Background: an optimization exercise with open tools, aiming at small area, a short achievable clock period and few clock cycles per item. Do not read the settings as production practice.
Where RTL was checked, it was by simulation tests only, not by an equivalence proof against the original.
The RTL of runs 1 and 6 to 8 was laid out without a check of its function.
No activity file was given, so power comes from the tool's default toggle rates.

### flow/flow/run.sh
#!/bin/bash
# The standard layout, with the port buffers made from sky130_fd_sc_hd__buf_2
# cells instead of the cell buffer_ports picks by default. The make output goes
# to flow_make.log here; ORFS's per-step logs stay under orfs/logs.
set -euo pipefail
export BUFFER_PORTS_ARGS="-buffer_cell sky130_fd_sc_hd__buf_2"
bash standard.sh finish > flow_make.log 2>&1
### flow/standard.sh
#!/bin/bash
# synth_recipe.tcl (not shown) runs the flow's synth.tcl, then flattens the netlist and writes it again
# the make line also repeats each setting of config.mk as NAME=value (left out here)
make -C /OpenROAD-flow-scripts/flow DESIGN_CONFIG=/design/flow/config.mk WORK_HOME=/design/flow/orfs CLKGATE_MAP_FILE= SYNTH_SCRIPT=/design/flow/synth_recipe.tcl "${@:-finish}"
### flow/config.mk
export PLATFORM = sky130hd
export DESIGN_NAME = join_top
export DESIGN_NICKNAME = join_top
export VERILOG_FILES = /design/flow/design.v
export SDC_FILE = /design/flow/constraint.sdc
export NUM_CORES = 4
export LEC_CHECK = 0
export CAP_MARGIN = 20
export CORE_MARGIN = 2
export CORE_UTILIZATION = 40
export SETUP_SLACK_MARGIN = 2.8
export SLEW_MARGIN = 20
export TNS_END_PERCENT = 10
### flow/constraint.sdc
create_clock -name core_clock -period 5.0 [get_ports {ap_clk}]
set_input_delay 1.0000 -clock core_clock [delete_from_list [all_inputs] [get_ports {ap_clk}]]
set_output_delay 1.0000 -clock core_clock [all_outputs]
set_load 0.01 [all_outputs]
### flow/design.v
localparam WINDOW_DEPTH    = 16;   
localparam REG_CTRL        = 8'h00;   
localparam REG_RESULT_BASE = 8'h04;
localparam REG_RESULT_MAX  = 8'h08;
localparam REG_WINDOW      = 8'h0C;   
localparam REG_STREAM      = 8'h10;   
localparam REG_STATUS      = 8'h14;
`timescale 1ns/10ps
module join_top (
  input  logic        ap_clk,
  input  logic        rst_n,
  input  logic        host_cyc,
  input  logic        host_stb,
  input  logic        host_we,
  input  logic [31:0] host_adr,
  input  logic [31:0] host_dat_w,
  output logic        host_ack,
  output logic [31:0] host_dat_r,
  output logic        mem_cyc,
  output logic        mem_stb,
  output logic        mem_we,
  output logic [31:0] mem_adr,
  output logic [31:0] mem_dat_w,
  input  logic        mem_ack,
  input  logic [31:0] mem_dat_r
);
localparam WINDOW_DEPTH    = 16;   
localparam REG_CTRL        = 8'h00;   
localparam REG_RESULT_BASE = 8'h04;
localparam REG_RESULT_MAX  = 8'h08;
localparam REG_WINDOW      = 8'h0C;   
localparam REG_STREAM      = 8'h10;   
localparam REG_STATUS      = 8'h14;
  logic        ack_q;         
  logic        ack_o;         
  logic [7:0]  wkey [WINDOW_DEPTH];
  logic [7:0]  wval [WINDOW_DEPTH];
  logic [3:0]  wr_ptr;        
  logic        wfull;         
  logic [7:0]  p_key;         
  logic [7:0]  p_sval;
  logic [15:0] p_mask;        
  logic        p_valid;       
  logic [31:0] result_base;
  logic [15:0] result_max;
  logic [15:0] count;
  logic        over;
  logic        room_q;        
  logic        rc_q;          
  logic        stb_q;         
  logic [2:0]  stb_o;         
  logic [27:0] dat_q;         
  logic [31:2] adr_q;         
  logic        adr_c;         
  logic [31:0] rd_q;
  logic [15:0] p_below;       
  logic [15:0] p_low;         
  logic [15:0] p_rest;
  logic        free, take, issue, pop;
  logic [3:0] p_grp;          
  logic [3:0] p_grp_below;    
  always_comb begin
    for (int g = 0; g < 4; g++) p_grp[g] = |p_mask[4*g +: 4];
    p_grp_below[0] = 1'b0;
    p_grp_below[1] = p_grp[0];
    p_grp_below[2] = p_grp[0] | p_grp[1];
    p_grp_below[3] = p_grp[0] | p_grp[1] | p_grp[2];
    for (int g = 0; g < 4; g++) begin
      p_below[4*g]     = p_grp_below[g];
      p_below[4*g + 1] = p_grp_below[g] | p_mask[4*g];
      p_below[4*g + 2] = p_grp_below[g] | p_mask[4*g] | p_mask[4*g + 1];
      p_below[4*g + 3] = p_grp_below[g] | p_mask[4*g] | p_mask[4*g + 1] | p_mask[4*g + 2];
    end
  end
  assign p_low   = p_mask & ~p_below;
  assign p_rest  = p_mask & p_below;
  assign free    = !stb_q || mem_ack;         
  assign take    = free && p_valid;           
  assign issue   = take && room_q;
  assign pop     = take && (!room_q || (p_rest == '0));   
  logic [15:0] wvalid, match;    
  logic [7:0]  offset;
  logic        req, a_win, a_str, acc_win, ld_str, acc_str, acc_oth, acc;
  logic        op_base, op_max, op_clr;    
  assign offset  = host_adr[7:0];
  assign req     = host_cyc && host_stb && !ack_q;
  assign a_win   = host_we && (offset == REG_WINDOW);
  assign a_str   = host_we && (offset == REG_STREAM);
  assign acc_win = req && a_win && !p_mask[wr_ptr];
  assign ld_str  = req && a_str && (!p_valid || pop);   
  assign acc_str = ld_str || (req && a_str && !(|match));   
  assign acc_oth = req && !a_win && !a_str;
  assign acc     = acc_win || acc_str || acc_oth;
  logic win_q;
  always_ff @(posedge ap_clk or negedge rst_n) begin
    if (!rst_n) begin
      ack_q <= 1'b0;
      ack_o <= 1'b0;
      win_q   <= 1'b0;
      op_base <= 1'b0;
      op_max  <= 1'b0;
      op_clr  <= 1'b0;
    end else begin
      ack_q <= acc;
      ack_o <= acc;
      win_q   <= acc_win;
      op_base <= acc_oth && host_we && (offset == REG_RESULT_BASE);
      op_max  <= acc_oth && host_we && (offset == REG_RESULT_MAX);
      op_clr  <= acc_oth && host_we && (offset == REG_CTRL) && host_dat_w[0];
    end
  end
  logic busy;
  assign busy = stb_q || p_valid;
  always_ff @(posedge ap_clk) begin
    case (offset)
      REG_RESULT_BASE: rd_q <= result_base;
      REG_RESULT_MAX:  rd_q <= {16'h0, result_max};
      REG_STATUS:      rd_q <= {14'h0, busy, over, count};
      default:         rd_q <= '0;
    endcase
  end
  assign host_ack   = ack_o;
  assign host_dat_r = rd_q;
  always_ff @(posedge ap_clk or negedge rst_n) begin
    if (!rst_n) begin
      result_base <= '0;
      result_max  <= '0;
    end else begin
      if (op_base) result_base <= host_dat_w;
      if (op_max)  result_max  <= host_dat_w[15:0];
    end
  end
  always_ff @(posedge ap_clk) begin
    if (win_q) begin
      wkey[wr_ptr] <= host_dat_w[15:8];
      wval[wr_ptr] <= host_dat_w[7:0];
    end
  end
  always_ff @(posedge ap_clk or negedge rst_n) begin
    if (!rst_n) begin
      wr_ptr <= '0;
      wfull  <= 1'b0;
    end else if (op_clr) begin
      wr_ptr <= '0;
      wfull  <= 1'b0;
    end else if (win_q) begin
      wr_ptr <= wr_ptr + 1'b1;
      if (wr_ptr == 4'hF) wfull <= 1'b1;
    end
  end
  always_comb begin
    for (int i = 0; i < WINDOW_DEPTH; i++) begin
      wvalid[i] = wfull || (4'(i) < wr_ptr);
      match[i]  = wvalid[i] && (wkey[i] == host_dat_w[15:8]);
    end
  end
  always_ff @(posedge ap_clk) begin
    if (!p_valid || pop) begin
      p_key  <= host_dat_w[15:8];
      p_sval <= host_dat_w[7:0];
    end
  end
  always_ff @(posedge ap_clk or negedge rst_n) begin
    if (!rst_n) begin
      p_mask  <= '0;
      p_valid <= 1'b0;
    end else if (ld_str) begin
      p_mask  <= match;
      p_valid <= |match;
    end else if (take) begin
      p_mask  <= room_q ? p_rest : '0;   
      p_valid <= !pop;
    end
  end
  logic [7:0] p_wval;
  logic [3:0] p_slot;
  always_comb begin
    p_wval = '0;
    p_slot = '0;
    for (int i = 0; i < 16; i++) begin
      p_wval = p_wval | ({8{p_low[i]}} & wval[i]);
      p_slot = p_slot | ({4{p_low[i]}} & 4'(i));
    end
  end
  always_ff @(posedge ap_clk) begin
    if (issue) dat_q <= {p_key, p_sval, p_wval, p_slot};
  end
  always_ff @(posedge ap_clk or negedge rst_n) begin
    if (!rst_n) begin
      stb_q <= 1'b0;
      stb_o <= '0;
      count <= '0;
      over  <= 1'b0;
    end else if (op_clr) begin
      stb_q <= 1'b0;
      stb_o <= '0;
      count <= '0;
      over  <= 1'b0;
    end else begin
      if (free) begin
        stb_q <= issue;
        stb_o <= {3{issue}};
      end
      if (stb_q && mem_ack) count <= count + 1'b1;
      if (take && !room_q) over <= 1'b1;
    end
  end
  logic [16:0] n_inc;
  assign n_inc = {1'b0, count} + {16'h0, stb_q} + 17'd1;
  always_ff @(posedge ap_clk or negedge rst_n) begin
    if (!rst_n) begin
      room_q <= 1'b0;
      rc_q   <= 1'b0;
    end else begin
      rc_q <= op_max || op_clr;
      if (rc_q)       room_q <= count < result_max;
      else if (issue) room_q <= n_inc != {1'b0, result_max};
    end
  end
  always_ff @(posedge ap_clk) begin
    if (stb_q && mem_ack) begin
      adr_q <= adr_q + 1'b1;
      adr_c <= adr_c || (&adr_q[17:2]);
    end else begin
      {adr_c, adr_q[17:2]} <= {1'b0, result_base[17:2]} + {1'b0, count};
      adr_q[31:18]         <= result_base[31:18] + {13'h0, adr_c};
    end
  end
  assign mem_cyc   = stb_o[0];
  assign mem_stb   = stb_o[1];
  assign mem_we    = stb_o[2];
  assign mem_adr   = {adr_q, result_base[1:0]};
  assign mem_dat_w = {dat_q[27:4], 4'h0, dat_q[3:0]};
endmodule
==> results_dict.tcl, run 1 <==
set metrics [dict create \
    yosysMostFrequentCell "edfxtp_1" \
    avgSynthCellArea_sq_um 12.6 \
    netlist.area_leader.share_pct 44.7 \
    dpl.hpwl_um 32700 \
    crit_path_cell_trace "or4_4 > o41a_1 > o32ai_2 > nand4_1 > a211o_1 > o221ai_4 > buf_6 > clkbuf_16" \
    antenna-diode-count 0 \
    die_height_um 229 \
    p_leak_nw 9.44 \
    period_share_pct 56.5 \
    first_global_vias 13200 \
    slew_headroom_pct 25.0 \
    setup_tns_ns 0 \
    grt.overflow.total 0 \
    tightest_slew_ns 1.12 \
    end_kind "flip-flop" \
    cts_max_level 2 \
    numCtsBuffers 49 \
    grt_usage_pct 18.8 \
    fin_util_pct 48.3 \
    synth_edf_count 300 \
    pre_cts_ws_ns 1.35 \
    synth_common_cells "300 x edfxtp_1, 132 x xnor2_1, 115 x nand2_1" \
    start_util_pct 40.4 \
    slowest_stage "or4_4" \
    cp-start-kind "flip-flop" \
    min_path_type "flip-flop to flip-flop" \
    drc 0 \
    synth-async-reset-ratio_pct 20.7 \
    io_pins 202 \
    syn_to_final_growth_pct 19.6 \
    synth_seq_area_share_pct 62.7 \
    finalWirelength_um 50700 \
    cts_root_buf "clkbuf_16" \
    grt_antenna_before_repair 0 \
    cts_tree "yes" \
    nFillCells 4420 \
    min_period_ns 2.82 \
    ys_types 68 \
    syn_inst 1602 \
    holdBufCountCts 0 \
    skew_ns 0.0252 \
    path_clk_slew_ns 0.06 \
    cts.sinks 458 \
    netlist_top_cells_area "edfxtp_1 45%, dfrtp_1 12%, dfxtp_1 6.3%, xnor2_1 5.7%, xor2_1 3.6%" \
    rsz0062_at_grt "yes" \
    slew_viol_final 0 \
    core_sq_mm 0.0500 \
    yosysWarnings 1 \
    rows 82 \
    cpLargestDelayFamily "compound AO/OA/AOI/OAI gates" \
    dpl_cell_area_sq_mm 0.0215 \
    worstSkewPairLatency_ns 0.60 \
    die-area_sq_mm 0.0522 \
    layout.nets 1928 \
    netlist_area_sq_mm 0.0202 \
    yosysTopAreaCell "edfxtp_1" \
    vdd_drop_max_uv 264 \
    drtPass1Iterations 5 \
    power.total_mw 7.99 \
    power_density_mw_per_mm2 331 \
    wl_per_cell_um 20.3 \
    synth_ff_type "edfxtp_1" \
    finalSetupViolCount 0 \
    drtIter0Drc 1139 \
    routed_via_density 5.29 \
    ys_ff_latch 458 \
    drive_above_1_share_pct 22.3 \
    outcome "timing/DRC/antenna clean" \
    maxCapViolations 0 \
    cp.arrival_ns 3.12 \
    io_buffers 141 \
    finalHoldViolCount 0 \
    path_class "flip-flop to flip-flop" \
    vias 13200 \
    grt_max_degree 65 \
    cp_num_buf_inv 2 \
    gp_congestion 0.843 \
    ant_nets 0 \
    fmax_mhz 354 \
    grt_pass1_wl_um 76500 \
    cts_max_path_buffers 3 \
    crit_required_ns 5.30 \
    setup_ws_ns 2.18 \
    cp_slowest_stage_delay_ns 0.56 \
    die_width_um 229 \
    final_area_sq_mm 0.0241 \
    crit_path_max_fanout 5 \
]
## repair_timing
item / 4_1_cts / 5_1_grt
pin swaps: 13 / 26
gates cloned: 1 / 3
endpoints found under the hold margin: 0 / 0
setup buffers: 27 / 24
resized for setup: 76 / 47
endpoints found under the setup margin: 320 / 313
## metrics by stage
stage,hold WS (ns),cells
floorplan,0.400,1605
global placement,0.402,2350
detailed placement,0.405,2350
CTS,0.416,2469
global route,0.420,2496
finish,0.416,2496
## metal layers
layer	part of all wire, %	vias up	routed length [um]	GRT usage, %
met5	0	-	0	0
met4	3.0	0	1530	7.09
met3	5.0	74	2550	3.03
met2	48	360	24200	31.0
met1	44	6560	22400	25.0
li1	-	6218	-	-
## kinds of logic (layout without fill, tap and decap cells)
kind of cell / Yosys count / in the layout / share of synthesized area, %
muxes: 50 / 50 / 2.99
other: 1 / 4 / 0.0186
xor gates and xnor gates: 215 / 215 / 9.34
buffers and inverters: 142 / 361 / 2.90
adders and majority gates: 43 / 43 / 2.69
AOI/OAI and AO/OA: 250 / 250 / 8.45
and+or+nand+nor: 443 / 443 / 10.9
DFF: 458 / 458 / 62.7
## state kept, by name, indices dropped and copies added (netlist names), 4 cells and up
name         count
adr_q           30
count           16
dat_q           28
p_key            8
p_mask          16
p_sval           8
rd_q            32
result_base     32
result_max      16
wkey           128
wr_ptr           4
wval           128
## final timing paths
kind | start | to | slack [ns] | depth (start not counted)
min in group asynchronous | rst_n | p_mask[4]$_DFFE_PN0P_ | 0.52 | 1
max | p_mask[1]$_DFFE_PN0P_ | p_key[0]$_DFFE_PP_ | 2.18 | 8
min | p_key[6]$_DFFE_PP_ | dat_q[26]$_DFFE_PP_ | 0.42 | 0
min reg2reg | p_key[6]$_DFFE_PP_ | dat_q[26]$_DFFE_PP_ | 0.42 | 0
max reg2reg | p_mask[1]$_DFFE_PN0P_ | p_key[0]$_DFFE_PP_ | 2.18 | 8
max in group asynchronous | rst_n | wr_ptr[1]$_DFFE_PN0P_ | 3.42 | 2
## placed cells by master (no fill, tap or decap), drive strengths merged, types with 14 or more instances in the layout
master,Yosys,routed
nor4,14,14
and2,30,30
ha,41,41
inv,54,56
nand2,115,115
xnor2,132,132
dfrtp,95,95
and3,25,25
a21oi,45,45
nor3,23,23
dfxtp,63,63
nor2,95,95
a222oi,24,24
nand4,45,45
xor2,83,83
clkbuf,63,70
buf,25,213
edfxtp,300,300
o21ai,80,80
nand3,43,43
mux2,32,32
a22oi,24,24
## where the power goes
| part | internal (mW) | switching, mW | leakage (nW) |
|---|---|---|---|
| Clock | 2.22 | 1.49 | 0.796 |
| Combinational | 0.0696 | 0.138 | 4.18 |
| Sequential | 4.05 | 0.0153 | 4.46 |
| Total | 6.34 | 1.65 | 9.44 |
## layout make-up
class | instances | area, sq um | area share (%)
clock buffers | 67 | 1360 | 5.62
clock inverters | 24 | 305 | 1.27
inverters | 54 | 203 | 0.840
multi-input cells | 1005 | 7300 | 30.3
flip-flops and latches | 458 | 12700 | 52.5
well taps | 672 | 841 | 3.48
repair buffers | 216 | 1450 | 5.99
==> inputs of run 2 (changes only) <==
--- a/flow/design.v
+++ b/flow/design.v
@@ -89,3 +89,3 @@
   assign acc_win = req && a_win && !p_mask[wr_ptr];
-  assign ld_str  = req && a_str && (!p_valid || pop);   
+  assign ld_str  = req && a_str && !p_valid;   
   assign acc_str = ld_str || (req && a_str && !(|match));   
@@ -157,3 +157,3 @@
   always_ff @(posedge ap_clk) begin
-    if (!p_valid || pop) begin
+    if (!p_valid) begin
       p_key  <= host_dat_w[15:8];
==> run 2 against run 1 <==
  * Still clean
  * Clock skew fell by 0.0053 ns
  * Clock power about the same
  * Sequential cell count did not move
  * Total power increased by 14%
  * Final cell count is 0.16% lower
  * Worst setup slack better by 0.31 ns
  * Sequential power grew 5.4%
  * Largest cell class unchanged
  * Largest power group unchanged
==> results_dict.tcl, run 2 <==
set metrics [dict create \
    drive_above_1_share_pct 25.0 \
    netlist_area_sq_mm 0.0202 \
    io_pins 202 \
    crit_path_max_fanout 4 \
    whs_path_depth 0 \
    nFillCells 4453 \
    rsz0062_at_grt "yes" \
    period_share_pct 50.2 \
    cp_num_buf_inv 1 \
    numCtsBuffers 51 \
    pre_cts_ws_ns 1.40 \
    die_height_um 229 \
    p_leak_nw 9.26 \
    min_period_ns 2.51 \
    tightest_slew_ns 1.06 \
    crit_required_ns 5.48 \
    regArea_sq_mm 0.0127 \
    dpl.hpwl_um 33000 \
    synth_seq_area_share_pct 62.5 \
    cts.sinks 458 \
    path_clk_slew_ns 0.06 \
    finalWirelength_um 51600 \
    holdBufCountCts 0 \
    final_common_cell "edfxtp_1" \
    multi_input_area_sq_mm 0.00760 \
    drtIter0Drc 1270 \
    netlist.area_leader.share_pct 44.5 \
    cp_slowest_stage_delay_ns 0.45 \
    power_density_mw_per_mm2 374 \
    synth-xor-area-share_pct 8.92 \
    gp_congestion 0.881 \
    ys_types 72 \
    grt_pass1_wl_um 79500 \
    die-area_sq_mm 0.0524 \
    synth_top_family_by_area "simple AND/OR/NAND/NOR gates" \
    synthAdderAreaFrac_pct 2.75 \
    die_width_um 229 \
    reg2reg_slack_ns 2.49 \
    drtPass1Iterations 8 \
    min-delay-start "p_key[1]$_DFFE_PN_" \
    power.total_mw 9.13 \
    yosysWarnings 1 \
    slew_viol_final 0 \
    skew_ns 0.0198 \
    avgSynthCellArea_sq_um 12.6 \
    setup_tns_ns 0 \
    routed_via_density 5.34 \
    rows 82 \
    wl_per_cell_um 20.7 \
    cpLargestDelayFamily "compound AO/OA/AOI/OAI gates" \
    yosysMostFrequentCell "edfxtp_1" \
    crit_path_cell_trace "ha_4 > inv_2 > fa_2 > nor2b_4 > o31ai_4 > a211oi_2 > o31ai_2 > a211oi_2 > or3_1 > a31o_2" \
    io_buffers 141 \
    end_kind "flip-flop" \
    muxShareOfSynthArea_pct 2.49 \
    r2r-end "adr_q[16]$_DFF_P_" \
    grt_max_degree 65 \
    antenna-diode-count 0 \
    r2r-start "count[0]$_DFFE_PN0P_" \
    cts_root_buf "clkbuf_16" \
    drc 0 \
    yosys.area_share.simple_pct 11.3 \
    synth_edf_count 300 \
    synth_common_cells "300 x edfxtp_1, 148 x xnor2_1, 102 x nand2_1" \
    post-place-cells 2344 \
    ys_ff_latch 458 \
    layout.nets 1926 \
    grt_antenna_before_repair 0 \
    cts_max_path_buffers 3 \
    mostFrequentLayoutCells "300 x edfxtp_1, 148 x xnor2_1, 132 x buf_2" \
    finalHoldViolCount 0 \
    cp_common_cell "a211oi_2" \
    reg.largest.list "wkey x128, wval x128" \
    vdd_drop_max_uv 248 \
    synth_ff_type "edfxtp_1" \
    slowest_stage "dfrtp_2" \
    cts_tree "yes" \
    grt.overflow.total 0 \
    vias 13300 \
    setup_ws_ns 2.49 \
    yosysTopAreaCell "edfxtp_1" \
    syn_inst 1600 \
    fin_hold_ws_ns 0.419 \
    cts_max_level 2 \
    min_path_type "flip-flop to flip-flop" \
    grt_usage_pct 19.6 \
    r2r_cells 10 \
    finalSetupViolCount 0 \
    synth-async-reset-ratio_pct 20.7 \
    hold_path_end "dat_q[21]$_DFFE_PP_" \
    ant_nets 0 \
    fmax_mhz 398 \
    first_global_vias 13500 \
    core_sq_mm 0.0501 \
    netlist_top_cells_area "edfxtp_1 45%, dfrtp_1 12%, xnor2_1 6.4%, dfxtp_1 6.2%, ha_1 2.6%" \
    slew_headroom_pct 29.5 \
    path_class "flip-flop to flip-flop" \
    cp-start-kind "flip-flop" \
    final_cell_count_no_fill 2492 \
    maxCapViolations 0 \
    synth_compound_area_share_pct 9.00 \
    outcome "timing/DRC/antenna clean" \
    syn_to_final_growth_pct 20.6 \
    start_util_pct 40.4 \
    worstSkewPairLatency_ns 0.60 \
    cp.arrival_ns 2.99 \
]
[run 2: changes by cell type in the layout (fill, tap and decap cells not counted), moves of 7 or more]
| cell | previous run | this run |
|---|---|---|
| a221o_1 | 8 | 0 |
| a22o_1 | 1 | 13 |
| a22oi_1 | 17 | 24 |
| a31oi_1 | 0 | 9 |
| a32o_1 | 0 | 8 |
| and3_1 | 22 | 12 |
| buf_4 | 65 | 55 |
| mux2i_1 | 13 | 3 |
| nand2_1 | 113 | 94 |
| nand3_1 | 43 | 29 |
| o21ai_0 | 75 | 66 |
| xnor2_1 | 131 | 148 |
| xor2_1 | 83 | 58 |
[run 2: metal layers]
layer  vias up  track usage (%)  part of all wire (%)
li1       6248                -                     -
met1      6545             25.4                    43
met2       403             33.2                    49
met3       107             2.71                   4.9
met4         0             7.49                   3.3
met5         -                0                     0
[run 2: timing repair]
action                     CTS  global route
setup buffers               44             9
cloned                       3             0
pin swaps                   39            18
resized for setup          156            25
setup endpoints to repair  331           158
[run 2: layout make-up]
class	count	share of cell area, %
inverters	58	0.908
clock buffers	65	5.53
clock inverters	27	1.27
well taps	672	3.45
flip-flops and latches	458	51.9
repair buffers	209	5.76
multi-input cells	1003	31.1
[run 2: worst max path at each step]
stage / start / end / slack, ns / depth (start not counted)
final: count[0]$_DFFE_PN0P_ / adr_q[16]$_DFF_P_ / 2.49 / 10
after global routing: count[0]$_DFFE_PN0P_ / room_q$_DFFE_PN0P_ / 2.33 / 10
after CTS: count[0]$_DFFE_PN0P_ / adr_q[16]$_DFF_P_ / 2.54 / 10
after detailed placement: p_mask[0]$_DFFE_PN0P_ / dat_q[10]$_DFFE_PP_ / 1.40 / 7
after global placement: p_mask[0]$_DFFE_PN0P_ / dat_q[11]$_DFFE_PP_ / 1.48 / 7
after floorplan: host_adr[7] / p_mask[9]$_DFFE_PN0P_ / 2.45 / 8
[run 2: cell families after synthesis]
kind of cell             count (synthesis)
flip-flops                             458
AND/OR/NAND/NOR                        438
AO/OA/AOI/OAI                          268
XOR/XNOR                               206
buffers and inverters                  145
adder cells (fa/ha/maj)                 44
multiplexers                            40
other                                    1
[run 2: report_power, final]
part	switching [mW]	internal [mW]	leakage, nW
registers	0.109	4.18	4.42
logic	0.639	0.471	4.04
clock network	1.51	2.22	0.804
total	2.26	6.87	9.26
[run 2: metrics by stage]
step	area (sq um)	util, %
global placement	21600	43.1
global route	24400	48.7
floorplan	20300	-
finish	24400	48.7
CTS	24200	48.3
detailed placement	21600	43.1
Testbench counts of run 2, summed over its fixed seeds: cycles 7,272, items 1,432.
==> inputs of run 3 (changes only) <==
--- a/flow/config.mk
+++ b/flow/config.mk
@@ -9,3 +9,3 @@
 export CORE_MARGIN = 2
-export CORE_UTILIZATION = 40
+export CORE_UTILIZATION = 55
 export SETUP_SLACK_MARGIN = 2.8
==> run 3 against run 2 <==
  * Worst setup slack gained 0.063 ns
  * Sequential share of layout area grew 0.81 points
  * First-iteration DRC count down 14%
  * Fmax rose by 2.6%
  * Non-clock buffer count up 5
  * Die area shrank 27%
  * Total power fell by 2.8%
  * Combinational power about the same
  * Synthesized area stayed put
  * Largest cell class unchanged
  * Largest power group unchanged
==> results_dict.tcl, run 3 <==
set metrics [dict create \
    finalHoldViolCount 0 \
    io_pins 202 \
    cp_num_buf_inv 1 \
    first_global_vias 13100 \
    path_class "flip-flop to flip-flop" \
    netlist_area_sq_mm 0.0202 \
    cts.sinks 458 \
    vdd_drop_max_uv 305 \
    vias 13300 \
    drc 0 \
    cpLargestDelayFamily "compound AO/OA/AOI/OAI gates" \
    drtIter0Drc 1088 \
    crit_path_max_fanout 3 \
    yosysMostFrequentCell "edfxtp_1" \
    crit_required_ns 5.46 \
    cp_common_cell "a211oi_2" \
    grt_usage_pct 25.8 \
    synth_seq_area_share_pct 62.5 \
    syn_to_final_growth_pct 18.8 \
    slew_headroom_pct 29.5 \
    skew_ns 0.00742 \
    rsz0062_at_grt "yes" \
    layout.nets 1928 \
    cp.arrival_ns 2.91 \
    cts_root_buf "clkbuf_16" \
    io_buffers 141 \
    slew_viol_final 0 \
    die_width_um 196 \
    routed_via_density 5.84 \
    numCtsBuffers 47 \
    grt_antenna_before_repair 0 \
    cts_max_path_buffers 3 \
    final_common_cell "edfxtp_1" \
    netlist_top_cells_area "edfxtp_1 45%, dfrtp_1 12%, xnor2_1 6.4%, dfxtp_1 6.2%, ha_1 2.6%" \
    die_height_um 196 \
    slowest_stage "dfrtp_1" \
    path_clk_slew_ns 0.06 \
    mostFrequentLayoutCells "300 x edfxtp_1, 148 x xnor2_1, 132 x buf_2" \
    setup_tns_ns 0 \
    synth_ff_type "edfxtp_1" \
    grt.overflow.total 0 \
    holdBufCountCts 0 \
    syn_inst 1600 \
    tightest_slew_ns 1.06 \
    yosysWarnings 1 \
    end_kind "flip-flop" \
    synth-async-reset-ratio_pct 20.7 \
    gp_congestion 0.852 \
    ys_ff_latch 458 \
    netlist.area_leader.share_pct 44.5 \
    synth_edf_count 300 \
    synth_common_cells "300 x edfxtp_1, 148 x xnor2_1, 102 x nand2_1" \
    rows 70 \
    drtPass1Iterations 5 \
    fmax_mhz 408 \
    finalSetupViolCount 0 \
    cp_slowest_stage_delay_ns 0.43 \
    p_leak_nw 9.25 \
    outcome "timing/DRC/antenna clean" \
    crit_path_cell_trace "ha_4 > inv_2 > fa_2 > nor2b_4 > o31ai_4 > a211oi_2 > o31ai_2 > a211oi_2 > or3_1 > a31o_2" \
    yosysTopAreaCell "edfxtp_1" \
    power_density_mw_per_mm2 369 \
    avgSynthCellArea_sq_um 12.6 \
    reg.largest.list "wkey x128, wval x128" \
    ys_types 72 \
    core_sq_mm 0.0364 \
    maxCapViolations 0 \
    min_period_ns 2.45 \
    grt_max_degree 65 \
    grt_pass1_wl_um 76100 \
    die-area_sq_mm 0.0383 \
    ant_nets 0 \
    cts_tree "yes" \
    finalWirelength_um 49300 \
    cts_max_level 2 \
    period_share_pct 49.0 \
    drive_above_1_share_pct 25.0 \
    wl_per_cell_um 21.6 \
    fin_hold_ws_ns 0.417 \
    cp-start-kind "flip-flop" \
    worstSkewPairLatency_ns 0.58 \
    antenna-diode-count 0 \
    dpl.hpwl_um 31500 \
    min_path_type "flip-flop to flip-flop" \
    start_util_pct 55.5 \
]
[run 3: per-layer routing]
metal	track usage, %	vias to the layer above	part of all wire [%]
li1	-	6245	-
met5	0	-	0
met4	6.37	0	1.9
met3	4.49	67	4.9
met1	34.4	6669	43
met2	44.4	363	50
[run 3: timing repair]
action / CTS / global route
endpoints found under the setup margin: 275 / 169
pin swaps: 45 / 19
resized for setup: 144 / 37
setup buffers: 43 / 14
gates cloned: 3 / 1
[run 3: area by class of cell]
type / instances / area (sq um)
Clock inverter: 18 / 200
Multi-Input combinational cell: 1004 / 7610
Timing Repair Buffer: 214 / 1420
Sequential cell: 458 / 12700
Inverter: 58 / 223
Fill cell: 2739 / 12400
Tap cell: 468 / 586
Clock buffer: 65 / 1320
[run 3: power by group]
part | internal (mW) | leakage [nW] | total, mW | switching, mW
logic | 0.474 | 4.09 | 1.12 | 0.648
clock network | 2.05 | 0.744 | 3.47 | 1.42
registers | 4.18 | 4.42 | 4.28 | 0.0988
[run 3: worst register-to-register path: cells and delay by family (launching register included)]
| family | cells | cell delay, ns |
|---|---|---|
| AO/OA/AOI/OAI | 5 | 1.04 |
| AND/OR/NAND/NOR | 2 | 0.42 |
| flip-flops | 1 | 0.43 |
| adder cells (fa/ha/maj) | 2 | 0.41 |
| buffers and inverters | 1 | 0.05 |
[run 3: kinds of logic (layout without fill, tap and decap cells)]
family	count (synthesis)	count (layout)	synth area share (%)
other	1	4	0.0185
DFF	458	458	62.5
buffers and inverters	145	355	3.06
xor gates and xnor gates	206	206	8.92
AOI/OAI and AO/OA	268	268	9.00
muxes	40	40	2.49
adders and majority gates	44	44	2.75
and+or+nand+nor	438	442	11.3
[run 3: per-stage QoR]
step                      instance area, sq um  instances  utilization (%)  worst slack (ns)  power [mW]
after global placement                   21300       2141             58.5              1.54        5.19
final                                    24000       2285             66.0              2.55        8.87
after global routing                     24000       2285             66.0              2.48        9.20
after CTS                                23800       2270             65.3              2.49        8.89
after detailed placement                 21300       2141             58.5              1.49        5.20
after floorplan                          20300       1603                -              2.45        4.91
[run 3: worst paths after layout]
path | startpoint | end | slack, ns | depth (start not counted)
max | result_base[2]$_DFFE_PN0P_ | adr_q[16]$_DFF_P_ | 2.55 | 10
min | p_key[6]$_DFFE_PN_ | dat_q[26]$_DFFE_PP_ | 0.42 | 0
max reg2reg | result_base[2]$_DFFE_PN0P_ | adr_q[16]$_DFF_P_ | 2.55 | 10
min reg2reg | p_key[6]$_DFFE_PN_ | dat_q[26]$_DFFE_PP_ | 0.42 | 0
max in group asynchronous | rst_n | wfull$_DFFE_PN0P_ | 3.47 | 2
min in group asynchronous | rst_n | p_mask[0]$_DFFE_PN0P_ | 0.53 | 1
==> inputs of run 4 (changes only) <==
--- a/flow/config.mk
+++ b/flow/config.mk
@@ -10,4 +10,6 @@
 export CORE_UTILIZATION = 55
+export CTS_CLUSTER_DIAMETER = 60
+export CTS_CLUSTER_SIZE = 40
 export SETUP_SLACK_MARGIN = 2.8
 export SLEW_MARGIN = 20
-export TNS_END_PERCENT = 10
+export TNS_END_PERCENT = 5
==> run 4 against run 3 <==
  * Total power fell by 6.4%
  * Register-to-register slack got worse by 0.04 ns
  * Via count fell by 0.97%
==> results_dict.tcl, run 4 <==
set metrics [dict create \
    cts_tree "yes" \
    rows 70 \
    worstSkewPairLatency_ns 0.55 \
    die_height_um 196 \
    r2r_cells 10 \
    whs_path_depth 0 \
    drc 0 \
    die_width_um 196 \
    synth_common_cells "300 x edfxtp_1, 148 x xnor2_1, 102 x nand2_1" \
    path_clk_slew_ns 0.08 \
    tightest_slew_ns 1.00 \
    cp-start-kind "flip-flop" \
    min_path_type "flip-flop to flip-flop" \
    dpl.hpwl_um 31300 \
    wl_per_cell_um 21.2 \
    start_util_pct 55.5 \
    synth_edf_count 300 \
    vdd_drop_max_uv 346 \
    grt_max_degree 74 \
    maxCapViolations 0 \
    syn_inst 1600 \
    grt.overflow.total 0 \
    cts_max_path_buffers 3 \
    grt_antenna_before_repair 0 \
    io_pins 202 \
    layout.nets 1921 \
    yosysWarnings 1 \
    mostFrequentLayoutCells "300 x edfxtp_1, 148 x xnor2_1, 132 x buf_2" \
    skew_ns 0.0200 \
    antenna-diode-count 0 \
    yosysMostFrequentCell "edfxtp_1" \
    avgSynthCellArea_sq_um 12.6 \
    drive_above_1_share_pct 24.8 \
    core_sq_mm 0.0364 \
    grt_usage_pct 24.9 \
    synth_ff_type "edfxtp_1" \
    netlist_area_sq_mm 0.0202 \
    ys_types 72 \
    route.top_layer_used "met4" \
    finalHoldViolCount 0 \
    netlist.area_leader.share_pct 44.5 \
    slew_headroom_pct 33.1 \
    power_density_mw_per_mm2 349 \
    yosysTopAreaCell "edfxtp_1" \
    first_global_vias 12500 \
    outcome "timing/DRC/antenna clean" \
    path_class "flip-flop to flip-flop" \
    rsz0062_at_grt "yes" \
    ant_nets 0 \
    crit_required_ns 5.44 \
    final_cell_count_no_fill 2269 \
    cts_max_level 2 \
    vias 13200 \
    end_kind "flip-flop" \
    finalSetupViolCount 0 \
    grt_pass1_wl_um 73100 \
    numCtsBuffers 35 \
    crit_path_max_fanout 3 \
    wl_met3_um 2160 \
    fmax_mhz 402 \
    io_buffers 141 \
    min_period_ns 2.49 \
    period_share_pct 49.8 \
    synth_seq_area_share_pct 62.5 \
    cp.arrival_ns 2.93 \
    setup_tns_ns 0 \
    die-area_sq_mm 0.0383 \
    synth-async-reset-ratio_pct 20.7 \
    cts_root_buf "clkbuf_16" \
    reg.largest.list "wkey x128, wval x128" \
    post-place-cells 2139 \
    final_common_cell "edfxtp_1" \
    ys_ff_latch 458 \
    slew_viol_final 0 \
    cts.sinks 458 \
    p_leak_nw 9.10 \
    gp_congestion 0.845 \
    drtPass1Iterations 6 \
    routed_via_density 5.82 \
    finalWirelength_um 48100 \
    netlist_top_cells_area "edfxtp_1 45%, dfrtp_1 12%, xnor2_1 6.4%, dfxtp_1 6.2%, ha_1 2.6%" \
    power.total_mw 8.30 \
    nFillCells 2777 \
    drtIter0Drc 998 \
    syn_to_final_growth_pct 17.5 \
    met1_length_um 20700 \
    wl_met2_um 24200 \
]
==> run 4: final timing paths <==
check,start,end,slack (ns)
min in group asynchronous,rst_n,result_base[1]$_DFFE_PN0P_,0.49
max in group asynchronous,rst_n,op_base$_DFF_PN0_,3.70
hold reg to reg,p_key[2]$_DFFE_PN_,dat_q[22]$_DFFE_PP_,0.42
setup reg to reg,count[0]$_DFFE_PN0P_,adr_q[16]$_DFF_P_,2.51
hold / removal,p_key[2]$_DFFE_PN_,dat_q[22]$_DFFE_PP_,0.42
setup / recovery,count[0]$_DFFE_PN0P_,adr_q[16]$_DFF_P_,2.51
==> run 4: power breakdown <==
group | internal, mW | switching [mW] | total (mW)
logic | 0.461 | 0.605 | 1.07
registers | 4.17 | 0.108 | 4.28
clock network | 1.50 | 1.45 | 2.96
total | 6.13 | 2.17 | 8.30
==> run 4: cell type report <==
class	count	area (sq um)	share of cell area (%)
clock inverter	25	305	1.28
sequential	458	12700	53.3
clock buffer	37	905	3.80
inverter	58	221	0.931
timing repair buffer	221	1500	6.30
multi-input combinational	1002	7580	31.9
tap	468	586	2.46
==> run 4: cell families (layout without fill, tap and decap cells) <==
kind of cell / Yosys count / after routing / synth area share [%]
adder cells (fa/ha/maj): 44 / 44 / 2.75
flip-flops: 458 / 458 / 62.5
XOR/XNOR: 206 / 206 / 8.92
other: 1 / 4 / 0.0185
AND/OR/NAND/NOR: 438 / 440 / 11.3
multiplexers: 40 / 40 / 2.49
AO/OA/AOI/OAI: 268 / 268 / 9.00
buffers and inverters: 145 / 341 / 3.06
==> run 4: worst max-delay path: stages (launching register included) <==
cell and delay, ns:
dfrtp_2 0.45, ha_4 0.18, inv_2 0.05, fa_2 0.23, nor2b_4 0.06, o31ai_4 0.28, a211oi_2 0.14, o31ai_2 0.31
a211oi_2 0.13, or3_1 0.32, a31o_2 0.24
==> run 4: routing by layer <==
metal | GRT usage (%) | vias to the layer above
met1 | 33.5 | 6562
li1 | - | 6206
met4 | 6.71 | 0
met5 | 0 | -
met3 | 2.82 | 74
met2 | 43.2 | 373
==> run 4: repair_timing <==
item	in CTS	in global routing
setup buffers	32	34
endpoints found under the setup margin	257	325
resized for setup	95	85
gates cloned	2	0
pin swaps	20	26
hold buffers	0	0
==> run 4: metrics by stage <==
stage	hold slack (ns)	utilization (%)	cell area [sq um]	worst slack, ns
2_1_floorplan	0.400	-	20300	2.45
3_3_place_gp	0.401	58.4	21300	1.55
3_5_place_dp	0.405	58.4	21300	1.47
4_1_cts	0.422	63.4	23100	2.51
5_1_grt	0.429	65.3	23800	2.35
6_report	0.421	65.3	23800	2.51
==> inputs of run 5 (changes only) <==
--- a/flow/config.mk
+++ b/flow/config.mk
@@ -9,3 +9,3 @@
 export CORE_MARGIN = 2
-export CORE_UTILIZATION = 55
+export CORE_UTILIZATION = 40
 export CTS_CLUSTER_DIAMETER = 60
@@ -14,2 +14,2 @@
 export SLEW_MARGIN = 20
-export TNS_END_PERCENT = 5
+export TNS_END_PERCENT = 10
==> run 5 against run 4 <==
  * Sequential share of layout area decreased by 0.80 points
  * Final cell count up 8.9%
  * Synthesized area stayed put
  * Die area is 37% higher
  * Clock power is 11% higher
  * Cell area rose by 1.5%
  * Total power up 4.9%
  * Global-route usage decreased by 5.5 points
  * Worst hold slack better by 0.0025 ns
  * Routed wire length grew 6.4%
  * Sequential cell count stayed put
  * Highest routed layer unchanged
==> results_dict.tcl, run 5 <==
set metrics [dict create \
    rows 82 \
    setup_tns_ns 0 \
    cp_num_buf_inv 1 \
    reg.largest.list "wkey x128, wval x128" \
    synth_compound_area_share_pct 9.00 \
    routed_via_density 5.40 \
    finalHoldViolCount 0 \
    core_sq_mm 0.0501 \
    drtPass1Iterations 7 \
    dpl_cell_area_sq_mm 0.0216 \
    maxCapViolations 0 \
    grt_max_degree 65 \
    gp_congestion 0.881 \
    start_util_pct 40.4 \
    setup_ws_ns 2.55 \
    syn_to_final_growth_pct 19.3 \
    antenna-diode-count 0 \
    die_width_um 229 \
    fin_util_pct 48.2 \
    finalWirelength_um 51200 \
    yosysWarnings 1 \
    p_int_mw 6.42 \
    layout.nets 1914 \
    p_sw_mw 2.29 \
    min_period_ns 2.45 \
    finalSetupViolCount 0 \
    die_height_um 229 \
    cpLargestDelayFamily "compound AO/OA/AOI/OAI gates" \
    regArea_sq_mm 0.0127 \
    io_buffers 141 \
    synth-async-reset-ratio_pct 20.7 \
    p_comb_share_pct 13.3 \
    final_common_cell "edfxtp_1" \
    cp.arrival_ns 2.90 \
    netlist_top_cells_area "edfxtp_1 45%, dfrtp_1 12%, xnor2_1 6.4%, dfxtp_1 6.2%, ha_1 2.6%" \
    cts.sinks 458 \
    period_share_pct 49.1 \
    min_path_type "flip-flop to flip-flop" \
    switching_share_pct 26.2 \
    netlist.area_leader.share_pct 44.5 \
    r2r-end "adr_q[16]$_DFF_P_" \
    wl_per_cell_um 20.7 \
    tightest_slew_ns 1.07 \
    worstSkewPairLatency_ns 0.59 \
    yosysTopAreaCell "edfxtp_1" \
    reg2reg_slack_ns 2.55 \
    synth_common_cells "300 x edfxtp_1, 148 x xnor2_1, 102 x nand2_1" \
    first_global_vias 13200 \
    cts_max_path_buffers 3 \
    synth_ff_type "edfxtp_1" \
    skew_ns 0.0412 \
    rsz0062_at_grt "yes" \
    hold_path_end "dat_q[22]$_DFFE_PP_" \
    crit_path_cell_trace "ha_4 > inv_2 > fa_2 > nor2b_4 > o31ai_4 > a211oi_2 > o31ai_2 > a211oi_2 > or3_1 > a31o_2" \
    yosys.area_share.simple_pct 11.3 \
    grt_antenna_before_repair 0 \
    netlist_area_sq_mm 0.0202 \
    drc 0 \
    min-delay-start "p_key[2]$_DFFE_PN_" \
    grt_usage_pct 19.3 \
    synth_top_family_by_area "simple AND/OR/NAND/NOR gates" \
    power_frac_seq_pct 49.1 \
    cts_root_buf "clkbuf_16" \
    drtIter0Drc 1214 \
    numCtsBuffers 37 \
    drive_above_1_share_pct 25.3 \
    holdBufCountCts 0 \
    syn_inst 1600 \
    avgSynthCellArea_sq_um 12.6 \
    yosysMostFrequentCell "edfxtp_1" \
    whs_path_depth 0 \
    r2r-start "result_base[2]$_DFFE_PN0P_" \
    cp-start-kind "flip-flop" \
    ys_types 72 \
    slew_viol_final 0 \
    end_kind "flip-flop" \
    ant_nets 0 \
    cts_tree "yes" \
    crit_path_max_fanout 3 \
    slowest_stage "dfrtp_1" \
    path_class "flip-flop to flip-flop" \
    r2r_cells 10 \
    cp_common_cell "a211oi_2" \
    synthAdderAreaFrac_pct 2.75 \
    path_clk_slew_ns 0.08 \
    p_leak_nw 9.15 \
    dpl.hpwl_um 33000 \
    muxShareOfSynthArea_pct 2.49 \
    fmax_mhz 407 \
    grt.overflow.total 0 \
    cp_slowest_stage_delay_ns 0.42 \
    cts_max_level 2 \
    pwr-share-clk_pct 37.6 \
    mostFrequentLayoutCells "300 x edfxtp_1, 148 x xnor2_1, 132 x buf_2" \
    slew_headroom_pct 28.9 \
    final_area_sq_mm 0.0241 \
    grt_pass1_wl_um 78500 \
    vias 13300 \
    synth_seq_area_share_pct 62.5 \
    multi_input_area_sq_mm 0.00763 \
    synth_edf_count 300 \
    pre_cts_ws_ns 1.40 \
    synth-xor-area-share_pct 8.92 \
    vdd_drop_max_uv 253 \
    crit_required_ns 5.44 \
    die-area_sq_mm 0.0524 \
    outcome "timing/DRC/antenna clean" \
    nFillCells 4454 \
    power_density_mw_per_mm2 361 \
    ys_ff_latch 458 \
    io_pins 202 \
]
run 5: final cells by class:
cell class	count	share of cell area, %
Tap cell	672	3.48
Multi-Input combinational cell	1003	31.6
Timing Repair Buffer	211	5.75
Clock buffer	42	4.09
Inverter	58	0.938
Sequential cell	458	52.5
Clock inverter	26	1.56
run 5: logic make-up after synthesis:
| family | count (synthesis) |
|---|---|
| buf+inv | 145 |
| compound gates | 268 |
| fa+ha+maj | 44 |
| other cells | 1 |
| simple gates | 438 |
| xor+xnor | 206 |
| mux | 40 |
| flops | 458 |
run 5: repair_timing:
item	4_1_cts	5_1_grt
cloned	1	2
endpoints found under the hold margin	0	0
setup endpoints to repair	304	131
resized for setup	159	38
pin swaps	37	27
buffers inserted	48	7
run 5: stage by stage:
stage               cells  power, mW  hold WS (ns)
global route         2470       9.03         0.429
finish               2470       8.71         0.424
CTS                  2461       8.72         0.424
global placement     2344       5.21         0.403
detailed placement   2344       5.22         0.406
floorplan            1603       4.91         0.400
run 5: how the worst max path moves through the flow:
stage                                    start               endpoint  slack [ns]  cells after the start
floorplan                          host_adr[7]  p_mask[9]$_DFFE_PN0P_        2.45                      8
global placement         p_mask[0]$_DFFE_PN0P_    dat_q[11]$_DFFE_PP_        1.48                      7
detailed placement       p_mask[0]$_DFFE_PN0P_    dat_q[10]$_DFFE_PP_        1.40                      7
CTS                 result_base[2]$_DFFE_PN0P_      adr_q[16]$_DFF_P_        2.53                     10
global route        result_base[2]$_DFFE_PN0P_      adr_q[16]$_DFF_P_        2.45                     10
finish              result_base[2]$_DFFE_PN0P_      adr_q[16]$_DFF_P_        2.55                     10
run 5: routing by layer:
metal / GRT usage, % / share of wire, % / up-vias
met3: 2.59 / 5.1 / 80
met2: 33.0 / 50 / 389
met1: 25.5 / 43 / 6662
met4: 6.49 / 2.7 / 0
li1: - / - / 6209
met5: 0 / 0 / -
run 5: power by group through the flow:
stage	logic, mW	registers, mW	clock network, mW
6_report	1.16	4.27	3.28
5_1_grt	1.26	4.29	3.48
4_1_cts	1.09	4.27	3.36
3_5_place_dp	0.821	4.40	0
3_3_place_gp	0.811	4.40	0
2_1_floorplan	0.544	4.36	0
==> inputs of run 6 (changes only) <==
--- a/flow/design.v
+++ b/flow/design.v
@@ -34,3 +34,2 @@
   logic        ack_q;         
-  logic        ack_o;         
   logic [7:0]  wkey [WINDOW_DEPTH];
@@ -50,3 +49,2 @@
   logic        stb_q;         
-  logic [2:0]  stb_o;         
   logic [27:0] dat_q;         
@@ -97,3 +95,2 @@
       ack_q <= 1'b0;
-      ack_o <= 1'b0;
       win_q   <= 1'b0;
@@ -104,3 +101,2 @@
       ack_q <= acc;
-      ack_o <= acc;
       win_q   <= acc_win;
@@ -121,3 +117,3 @@
   end
-  assign host_ack   = ack_o;
+  assign host_ack   = ack_q;
   assign host_dat_r = rd_q;
@@ -190,3 +186,2 @@
       stb_q <= 1'b0;
-      stb_o <= '0;
       count <= '0;
@@ -195,3 +190,2 @@
       stb_q <= 1'b0;
-      stb_o <= '0;
       count <= '0;
@@ -201,3 +195,2 @@
         stb_q <= issue;
-        stb_o <= {3{issue}};
       end
@@ -207,4 +200,5 @@
   end
-  logic [16:0] n_inc;
-  assign n_inc = {1'b0, count} + {16'h0, stb_q} + 17'd1;
+  logic [16:0] count_p1, count_p2;
+  assign count_p1 = {1'b0, count} + 17'd1;
+  assign count_p2 = {1'b0, count} + 17'd2;
   always_ff @(posedge ap_clk or negedge rst_n) begin
@@ -216,5 +210,12 @@
       if (rc_q)       room_q <= count < result_max;
-      else if (issue) room_q <= n_inc != {1'b0, result_max};
-    end
-  end
+      else if (issue) room_q <= stb_q ? (count_p2 != {1'b0, result_max})
+                                      : (count_p1 != {1'b0, result_max});
+    end
+  end
+  logic [8:0]  lo_sum, hi_sum0, hi_sum1;
+  logic [16:0] adr_lo;
+  assign lo_sum  = {1'b0, result_base[9:2]}   + {1'b0, count[7:0]};
+  assign hi_sum0 = {1'b0, result_base[17:10]} + {1'b0, count[15:8]};
+  assign hi_sum1 = {1'b0, result_base[17:10]} + {1'b0, count[15:8]} + 9'd1;
+  assign adr_lo  = {lo_sum[8] ? hi_sum1 : hi_sum0, lo_sum[7:0]};
   always_ff @(posedge ap_clk) begin
@@ -224,3 +225,3 @@
     end else begin
-      {adr_c, adr_q[17:2]} <= {1'b0, result_base[17:2]} + {1'b0, count};
+      {adr_c, adr_q[17:2]} <= adr_lo;
       adr_q[31:18]         <= result_base[31:18] + {13'h0, adr_c};
@@ -228,5 +229,5 @@
   end
-  assign mem_cyc   = stb_o[0];
-  assign mem_stb   = stb_o[1];
-  assign mem_we    = stb_o[2];
+  assign mem_cyc   = stb_q;
+  assign mem_stb   = stb_q;
+  assign mem_we    = stb_q;
   assign mem_adr   = {adr_q, result_base[1:0]};
--- a/flow/config.mk
+++ b/flow/config.mk
@@ -9,3 +9,3 @@
 export CORE_MARGIN = 2
-export CORE_UTILIZATION = 40
+export CORE_UTILIZATION = 55
 export CTS_CLUSTER_DIAMETER = 60
==> run 6 against run 5 <==
  * Worst hold slack got worse by 0.0024 ns
  * Clock power decreased by 7.9%
  * Combinational power decreased by 81%
  * Global-route usage increased by 5.6 points
  * Clock-buffer cell count decreased by 3
  * Non-clock buffer count decreased by 15
  * Fmax decreased by 6.9%
  * Die area decreased by 27%
  * Synthesized area about the same
  * Sequential share of layout area increased by 1.3 points
  * Critical path depth unchanged
==> results_dict.tcl, run 6 <==
set metrics [dict create \
    cp-start-kind "flip-flop" \
    grt_max_degree 63 \
    drc 0 \
    grt.overflow.total 0 \
    finalHoldViolCount 0 \
    vias 13000 \
    grt_pass1_wl_um 72900 \
    finalWirelength_um 47600 \
    end_kind "flip-flop" \
    slew_viol_final 0 \
    finalSetupViolCount 0 \
    cp.arrival_ns 3.06 \
    avgSynthCellArea_sq_um 12.7 \
    antenna-diode-count 0 \
    die-area_sq_mm 0.0384 \
    io_buffers 141 \
    power_density_mw_per_mm2 310 \
    routed_via_density 5.81 \
    reg.largest.list "wkey x128, wval x128" \
    ant_nets 0 \
    yosysMostFrequentCell "edfxtp_1" \
    outcome "timing/DRC/antenna clean" \
    cts_root_buf "clkbuf_16" \
    numCtsBuffers 36 \
    mostFrequentLayoutCells "300 x edfxtp_1, 132 x buf_2, 123 x xnor2_1" \
    wl_per_cell_um 21.3 \
    cts.sinks 458 \
    syn_inst 1590 \
    synth_edf_count 300 \
    gp_congestion 0.852 \
    reg2reg_slack_ns 2.36 \
    path_class "flip-flop to flip-flop" \
    synth_common_cells "300 x edfxtp_1, 125 x xnor2_1, 100 x xor2_1" \
    yosysTopAreaCell "edfxtp_1" \
    die_height_um 196 \
    netlist_top_cells_area "edfxtp_1 44%, dfrtp_1 12%, dfxtp_1 6.2%, xnor2_1 5.4%, xor2_1 4.3%" \
    grt_antenna_before_repair 0 \
    dpl.hpwl_um 30900 \
    synth_seq_area_share_pct 62.4 \
    crit_path_max_fanout 5 \
    drive_above_1_share_pct 23.2 \
    drtPass1Iterations 5 \
    rows 70 \
    netlist_area_sq_mm 0.0203 \
    period_share_pct 52.7 \
    skew_ns 0.0252 \
    synth-async-reset-ratio_pct 20.7 \
    drtIter0Drc 1024 \
    grt_usage_pct 25.0 \
    final_common_cell "edfxtp_1" \
    setup_tns_ns 0 \
    tightest_slew_ns 1.03 \
    slew_headroom_pct 31.5 \
    cts_max_path_buffers 3 \
    min_period_ns 2.64 \
    core_sq_mm 0.0364 \
    ys_types 63 \
    post-place-cells 2123 \
    final_cell_count_no_fill 2232 \
    cts_tree "yes" \
    crit_required_ns 5.43 \
    path_clk_slew_ns 0.07 \
    holdBufCountCts 0 \
    vdd_drop_max_uv 285 \
    worstSkewPairLatency_ns 0.55 \
    start_util_pct 55.6 \
    rsz0062_at_grt "yes" \
    cts_max_level 2 \
    nFillCells 2806 \
    min_path_type "flip-flop to flip-flop" \
    die_width_um 196 \
    first_global_vias 12500 \
    netlist.area_leader.share_pct 44.5 \
    io_pins 202 \
    fmax_mhz 379 \
    layout.nets 1884 \
    p_leak_nw 9.18 \
    ys_ff_latch 458 \
    yosysWarnings 1 \
    syn_to_final_growth_pct 16.4 \
    synth_ff_type "edfxtp_1" \
    maxCapViolations 0 \
]
-- run 6: cell types whose count changed after synthesis, sizes merged, moves of 8 or more --
| cell | before | now |
|---|---|---|
| clkbuf | 51 | 63 |
| a22o | 13 | 23 |
| o21ai | 75 | 64 |
| nor4 | 18 | 26 |
| a211oi | 13 | 4 |
| a21oi | 50 | 39 |
| buf | 36 | 28 |
| xor2 | 58 | 100 |
| nand4 | 52 | 39 |
| a32o | 8 | 0 |
| xnor2 | 148 | 125 |
| a221oi | 9 | 17 |
| inv | 58 | 49 |
-- run 6: cell families after synthesis --
kind of cell / count (synthesis) / share of synthesized area (%)
AO/OA/AOI/OAI: 247 / 8.55
other: 1 / 0.0185
flip-flops: 458 / 62.4
AND/OR/NAND/NOR: 430 / 10.9
XOR/XNOR: 225 / 9.73
adder cells (fa/ha/maj): 47 / 2.94
multiplexers: 42 / 2.54
buffers and inverters: 140 / 2.84
-- run 6: final timing paths --
kind                       cells after the start             startpoint                     endpoint
setup / recovery                              10  p_mask[6]$_DFFE_PN0P_          p_valid$_DFFE_PN0P_
hold / removal                                 0     p_key[1]$_DFFE_PN_          dat_q[21]$_DFFE_PP_
setup reg to reg                              10  p_mask[6]$_DFFE_PN0P_          p_valid$_DFFE_PN0P_
hold reg to reg                                0     p_key[1]$_DFFE_PN_          dat_q[21]$_DFFE_PP_
max in group asynchronous                      2                  rst_n  result_base[29]$_DFFE_PN0P_
min in group asynchronous                      1                  rst_n   result_base[2]$_DFFE_PN0P_
-- run 6: final cells by class --
type	instances	area (sq um)	share of cell area, %
Sequential cell	458	12700	53.8
Clock buffer	39	933	3.96
Multi-Input combinational cell	996	7610	32.3
Tap cell	468	586	2.48
Timing Repair Buffer	196	1250	5.32
Timing Repair inverter	1	7.51	0.0319
Inverter	49	188	0.796
Clock inverter	25	305	1.30
-- run 6: per-stage QoR --
step | util [%] | area, sq um | setup WS, ns | hold WS (ns) | power, mW
2_1_floorplan | - | 20400 | 2.58 | 0.400 | 4.25
3_3_place_gp | 58.5 | 21300 | 1.62 | 0.401 | 4.34
3_5_place_dp | 58.5 | 21300 | 1.58 | 0.405 | 4.35
4_1_cts | 63.0 | 23000 | 2.33 | 0.422 | 7.35
5_1_grt | 64.7 | 23600 | 2.26 | 0.432 | 7.52
6_report | 64.7 | 23600 | 2.36 | 0.421 | 7.30
-- run 6: layer usage --
metal	vias to the layer above	track usage [%]	wire, um
met1	6382	33.5	20200
met2	369	41.9	23400
met3	84	4.09	2650
met5	-	0	0
li1	6123	-	-
met4	0	7.91	1370
-- run 6: power by group --
group	internal [mW]	switching [mW]
Combinational	0.0765	0.140
Sequential	4.05	0.0150
Clock	1.58	1.44
-- run 6: what timing repair did --
action / 4_1_cts / 5_1_grt
setup buffers: 24 / 19
resized for setup: 62 / 99
pin swaps: 22 / 25
setup endpoints to repair: 320 / 284
gates cloned: 2 / 0
-- run 6: critical path, stage by stage, from the launching register on --
cell and delay, ns:
dfrtp_4 0.51, or4_4 0.54, nor4_4 0.32, nor3b_4 0.31, buf_4 0.15, buf_4 0.09, buf_6 0.08, buf_6 0.08
buf_6 0.08, o21ai_2 0.04, a221o_1 0.32
==> inputs of run 7 (changes only) <==
--- a/flow/config.mk
+++ b/flow/config.mk
@@ -12,3 +12,3 @@
 export CTS_CLUSTER_SIZE = 40
-export SETUP_SLACK_MARGIN = 2.8
+export SETUP_SLACK_MARGIN = 3.0
 export SLEW_MARGIN = 20
==> run 7 against run 6 <==
  * Non-clock buffer count rose by 43
  * Core utilization rose by 1.9 points
  * Critical path type unchanged
  * Via count rose by 2.0%
  * First-iteration DRC count rose by 14%
  * Clock power fell by 4%
  * Highest routed layer unchanged
  * Clock-buffer cell count rose by 2
  * Synthesized area did not move
  * Critical path depth fell by 3
==> results_dict.tcl, run 7 <==
set metrics [dict create \
    muxShareOfSynthArea_pct 2.54 \
    die_height_um 196 \
    yosysTopAreaCell "edfxtp_1" \
    drtIter0Drc 1164 \
    setup_ws_ns 2.48 \
    die_width_um 196 \
    period_share_pct 50.4 \
    min_path_type "flip-flop to flip-flop" \
    setup_tns_ns 0 \
    r2r-start "p_mask[0]$_DFFE_PN0P_" \
    crit_path_max_fanout 3 \
    tightest_slew_ns 1.04 \
    drtPass1Iterations 7 \
    cp_slowest_stage_delay_ns 0.56 \
    drive_above_1_share_pct 27.3 \
    crit_path_cell_trace "or4_4 > nor4_4 > nor3b_4 > nand2b_1 > a2111oi_4 > a21oi_2 > a221o_1" \
    yosysWarnings 1 \
    post-place-cells 2124 \
    top_usage_layer "met2" \
    fin_hold_ws_ns 0.410 \
    grt.overflow.total 0 \
    synth_common_cells "300 x edfxtp_1, 125 x xnor2_1, 100 x xor2_1" \
    met3_usage_pct 2.78 \
    synth_top_family_by_area "simple AND/OR/NAND/NOR gates" \
    mostFrequentLayoutCells "300 x edfxtp_1, 130 x buf_2, 119 x xnor2_1" \
    synth-xor-area-share_pct 9.73 \
    yosysMostFrequentCell "edfxtp_1" \
    io_pins 202 \
    die-area_sq_mm 0.0384 \
    p_leak_nw 9.48 \
    cts_root_buf "clkbuf_16" \
    avgSynthCellArea_sq_um 12.7 \
    finalSetupViolCount 0 \
    final_cell_count_no_fill 2278 \
    ys_types 63 \
    routed_via_density 5.80 \
    min-delay-start "p_sval[6]$_DFFE_PN_" \
    outcome "timing/DRC/antenna clean" \
    synth_compound_area_share_pct 8.55 \
    vias 13200 \
    synth_edf_count 300 \
    path_clk_slew_ns 0.08 \
    synthAdderAreaFrac_pct 2.94 \
    fin_util_pct 66.6 \
    rows 70 \
    min_period_ns 2.52 \
    power.total_mw 7.21 \
    first_global_vias 12600 \
    crit_required_ns 5.42 \
    cp-start-kind "flip-flop" \
    rsz0062_at_grt "yes" \
    finalHoldViolCount 0 \
    netlist_area_sq_mm 0.0203 \
    syn_to_final_growth_pct 19.8 \
    power_density_mw_per_mm2 297 \
    gp_congestion 0.856 \
    r2r_cells 7 \
    grt_pass1_wl_um 73400 \
    cts_max_level 2 \
    cts.sinks 458 \
    finalWirelength_um 49700 \
    grt_max_degree 72 \
    fmax_mhz 397 \
    slowest_stage "or4_4" \
    io_buffers 141 \
    ys_ff_latch 458 \
    maxCapViolations 0 \
    cts_tree "yes" \
    grt_usage_pct 25.0 \
    antenna-diode-count 0 \
    synth-async-reset-ratio_pct 20.7 \
    pre_cts_ws_ns 1.62 \
    synth_seq_area_share_pct 62.4 \
    nFillCells 2717 \
    worstSkewPairLatency_ns 0.55 \
    grt_antenna_before_repair 0 \
    numCtsBuffers 36 \
    met2_usage_pct 43.0 \
    core_sq_mm 0.0364 \
    slew_headroom_pct 30.9 \
    netlist_top_cells_area "edfxtp_1 44%, dfrtp_1 12%, dfxtp_1 6.2%, xnor2_1 5.4%, xor2_1 4.3%" \
    start_util_pct 55.6 \
    cp.arrival_ns 2.94 \
    reg.largest.list "wkey x128, wval x128" \
    cts_max_path_buffers 3 \
    yosys.area_share.simple_pct 10.9 \
    drc 0 \
    dpl_cell_area_sq_mm 0.0214 \
    final_common_cell "edfxtp_1" \
    ant_nets 0 \
    final_area_sq_mm 0.0243 \
    path_class "flip-flop to flip-flop" \
    dpl.hpwl_um 30900 \
    synth_ff_type "edfxtp_1" \
    end_kind "flip-flop" \
    layout.nets 1930 \
    slew_viol_final 0 \
    startpoint "p_mask[0]$_DFFE_PN0P_" \
    wl_per_cell_um 21.8 \
    netlist.area_leader.share_pct 44.5 \
    met1_usage_pct 33.9 \
    vdd_drop_max_uv 342 \
    skew_ns 0.0187 \
    syn_inst 1590 \
    whs_path_depth 0 \
    reg2reg_slack_ns 2.48 \
]
-- run 7: cell counts after synthesis --
No cell type changed its count.
-- run 7: repair_timing --
action,in CTS,in global routing
gates resized for setup,102,139
gates cloned,4,7
pin swaps,30,38
hold buffers,0,0
setup buffers,44,35
endpoints found under the setup margin,434,452
hold endpoints to repair,0,0
-- run 7: per-layer routing --
metal,vias to the layer above,routed length (um)
li1,6213,-
met1,6598,21500
met2,321,24900
met3,79,2070
met4,0,1270
met5,-,0
-- run 7: worst max-delay path: cells and delay by family, from the launching register on --
family / cells / cell delay, ns
simple gates: 4 / 1.21
compound gates: 3 / 0.71
flops: 1 / 0.50
-- run 7: path summary, 6_finish.rpt --
path,endpoint
worst min-delay path,dat_q[18]$_DFFE_PP_
worst max-delay path,p_valid$_DFFE_PN0P_
max in group asynchronous,op_max$_DFF_PN0_
min in group asynchronous,result_base[0]$_DFFE_PN0P_
worst max register to register,p_valid$_DFFE_PN0P_
worst min register to register,dat_q[18]$_DFFE_PP_
-- run 7: cells by family (layout without fill, tap and decap cells) --
logic type,after synthesis,after routing
other cells,1,4
xor+xnor,225,225
simple gates,430,434
fa+ha+maj,47,47
compound gates,247,247
buf+inv,140,353
flops,458,458
mux,42,42
-- run 7: report_power, final --
part / internal [mW] / switching (mW) / total (mW) / leakage (nW)
Combinational: 0.103 / 0.152 / 0.256 / 4.45
Clock: 1.43 / 1.46 / 2.89 / 0.570
Sequential: 4.05 / 0.0145 / 4.06 / 4.46
Total: 5.58 / 1.63 / 7.21 / 9.48
-- run 7: area by class of cell --
type                       count  area [sq um]  area share [%]
clock buffer                  41           941            3.88
clock inverter                23           240           0.991
timing repair buffer         239          1780            7.34
inverter                      49           188           0.774
tap                          468           586            2.41
multi-input combinational    999          7830            32.3
sequential                   458         12700            52.3
timing repair inverter         1          7.51          0.0310
==> inputs of run 8 (changes only) <==
--- a/flow/design.v
+++ b/flow/design.v
@@ -77,3 +77,15 @@
   assign issue   = take && room_q;
-  assign pop     = take && (!room_q || (p_rest == '0));   
+  logic [3:0] p_grp2;
+  logic       p_multi;
+  always_comb begin
+    for (int g = 0; g < 4; g++)
+      p_grp2[g] = (p_mask[4*g] & (p_mask[4*g+1] | p_mask[4*g+2] | p_mask[4*g+3]))
+                | (p_mask[4*g+1] & (p_mask[4*g+2] | p_mask[4*g+3]))
+                | (p_mask[4*g+2] & p_mask[4*g+3]);
+    p_multi = (|p_grp2)
+            | (p_grp[0] & (p_grp[1] | p_grp[2] | p_grp[3]))
+            | (p_grp[1] & (p_grp[2] | p_grp[3]))
+            | (p_grp[2] & p_grp[3]);
+  end
+  assign pop     = take && (!room_q || !p_multi);   
   logic [15:0] wvalid, match;    
--- a/flow/config.mk
+++ b/flow/config.mk
@@ -12,3 +12,3 @@
 export CTS_CLUSTER_SIZE = 40
-export SETUP_SLACK_MARGIN = 3.0
+export SETUP_SLACK_MARGIN = 2.8
 export SLEW_MARGIN = 20
==> run 8 against run 7 <==
  * Synthesized cell count up 2.1%
  * Worst setup slack improved by 0.062 ns
  * First-iteration DRC count is 11% lower
  * Worst hold slack got worse by 0.00082 ns
  * Final cell count rose by 0.66%
  * Sequential power hardly changed
  * Non-clock buffer count shrank 10
  * Total power is 1.1% higher
  * Clock skew up 0.0022 ns
  * Critical endpoint is now adr_q[16]$_DFF_P_
  * Still clean on timing, DRC and antenna
  * Routed wire length shrank 2.4%
  * Largest cell class unchanged
  * Synthesized area up 0.37%
  * Register-to-register slack gained 0.06 ns
  * Highest routed layer unchanged
==> results_dict.tcl, run 8 <==
set metrics [dict create \
    regArea_sq_mm 0.0127 \
    avgSynthCellArea_sq_um 12.5 \
    syn_to_final_growth_pct 17.9 \
    cp.arrival_ns 2.88 \
    mostFrequentLayoutCells "300 x edfxtp_1, 145 x xnor2_1, 134 x buf_2" \
    outcome "timing/DRC/antenna clean" \
    finalSetupViolCount 0 \
    cts_root_buf "clkbuf_16" \
    drc 0 \
    grt.overflow.total 0 \
    min_path_type "flip-flop to flip-flop" \
    core_sq_mm 0.0365 \
    post-place-cells 2166 \
    gp_congestion 0.871 \
    grt_antenna_before_repair 0 \
    synth_seq_area_share_pct 62.2 \
    crit_required_ns 5.42 \
    die-area_sq_mm 0.0385 \
    power.total_mw 7.29 \
    ant_nets 0 \
    cpLargestDelayFamily "simple AND/OR/NAND/NOR gates" \
    finalHoldViolCount 0 \
    pre_cts_ws_ns 1.65 \
    ys_ff_latch 458 \
    rsz0062_at_grt "yes" \
    grt_usage_pct 25.3 \
    end_kind "flip-flop" \
    setup_tns_ns 0 \
    crit_path_cell_trace "ha_4 > fa_2 > a211o_1 > and3_4 > buf_6 > nor2_2 > nand2b_1 > nor3_2 > nor2_1 > o31a_1" \
    cts_tree "yes" \
    dpl_cell_area_sq_mm 0.0215 \
    cp_slowest_stage_delay_ns 0.45 \
    cp-start-kind "flip-flop" \
    holdBufCountCts 0 \
    tightest_slew_ns 1.05 \
    final_common_cell "edfxtp_1" \
    synth_ff_type "edfxtp_1" \
    io_buffers 141 \
    finalWirelength_um 48600 \
    yosysTopAreaCell "edfxtp_1" \
    path_class "flip-flop to flip-flop" \
    crit_path_max_fanout 2 \
    power_density_mw_per_mm2 304 \
    layout.nets 1947 \
    synth_edf_count 300 \
    setup_ws_ns 2.54 \
    vias 13500 \
    netlist.area_leader.share_pct 44.3 \
    cts_max_level 2 \
]
-- run 8: changes by cell type after synthesis, sizes merged, moves of 17 or more --
cell,before,now
a21oi,39,56
xor2,100,65
and2,39,20
nand2,97,124
xnor2,125,146
a22o,23,4
-- run 8: layout make-up --
| class | instances | share of cell area [%] |
|---|---|---|
| flip-flops and latches | 458 | 53.0 |
| multi-input cells | 1021 | 32.0 |
| repair buffers | 229 | 6.56 |
| clock buffers | 37 | 3.86 |
| well taps | 468 | 2.44 |
| clock inverters | 24 | 1.32 |
| inverters | 56 | 0.898 |
-- run 8: cells by family (layout without fill, tap and decap cells) --
group | after synthesis | count (layout) | synth area share (%)
flops | 458 | 458 | 62.2
simple gates | 454 | 454 | 11.4
compound gates | 267 | 267 | 8.96
xor+xnor | 211 | 211 | 9.09
buf+inv | 148 | 346 | 3.02
fa+ha+maj | 46 | 46 | 2.88
mux | 39 | 39 | 2.42
other cells | 1 | 4 | 0.0184
-- run 8: per-stage QoR --
step,hold slack [ns],util [%]
6_report,0.410,65.6
5_1_grt,0.433,65.6
3_5_place_dp,0.405,58.8
3_3_place_gp,0.400,58.8
2_1_floorplan,0.400,-
4_1_cts,0.424,65.2
-- run 8: repair_timing --
action	in CTS	in global routing
pin swaps	46	11
gates cloned	0	1
endpoints found under the setup margin	269	251
gates resized for setup	144	19
buffers inserted	59	6
-- run 8: where the power goes --
| group | total, mW | leakage, nW | switching [mW] | internal (mW) |
|---|---|---|---|---|
| Sequential | 4.06 | 4.42 | 0.0165 | 4.05 |
| Clock | 3.01 | 0.601 | 1.50 | 1.51 |
| Combinational | 0.219 | 4.23 | 0.141 | 0.0779 |
| Total | 7.29 | 9.25 | 1.66 | 5.63 |
-- run 8: worst paths after layout --
check                                             from                           to  depth (start not counted)
setup / recovery           result_base[10]$_DFFE_PN0P_            adr_q[16]$_DFF_P_                         10
hold / removal                      p_key[7]$_DFFE_PN_          dat_q[27]$_DFFE_PP_                          0
setup reg to reg           result_base[10]$_DFFE_PN0P_            adr_q[16]$_DFF_P_                         10
hold reg to reg                     p_key[7]$_DFFE_PN_          dat_q[27]$_DFFE_PP_                          0
max in group asynchronous                        rst_n  result_base[11]$_DFFE_PN0P_                          2
min in group asynchronous                        rst_n   result_base[4]$_DFFE_PN0P_                          1
-- run 8: metal layers --
layer / track usage [%] / part of all wire (%)
met2: 42.6 / 49
met4: 6.34 / 2.3
met1: 35.2 / 44
met3: 3.15 / 5.2
met5: 0 / 0
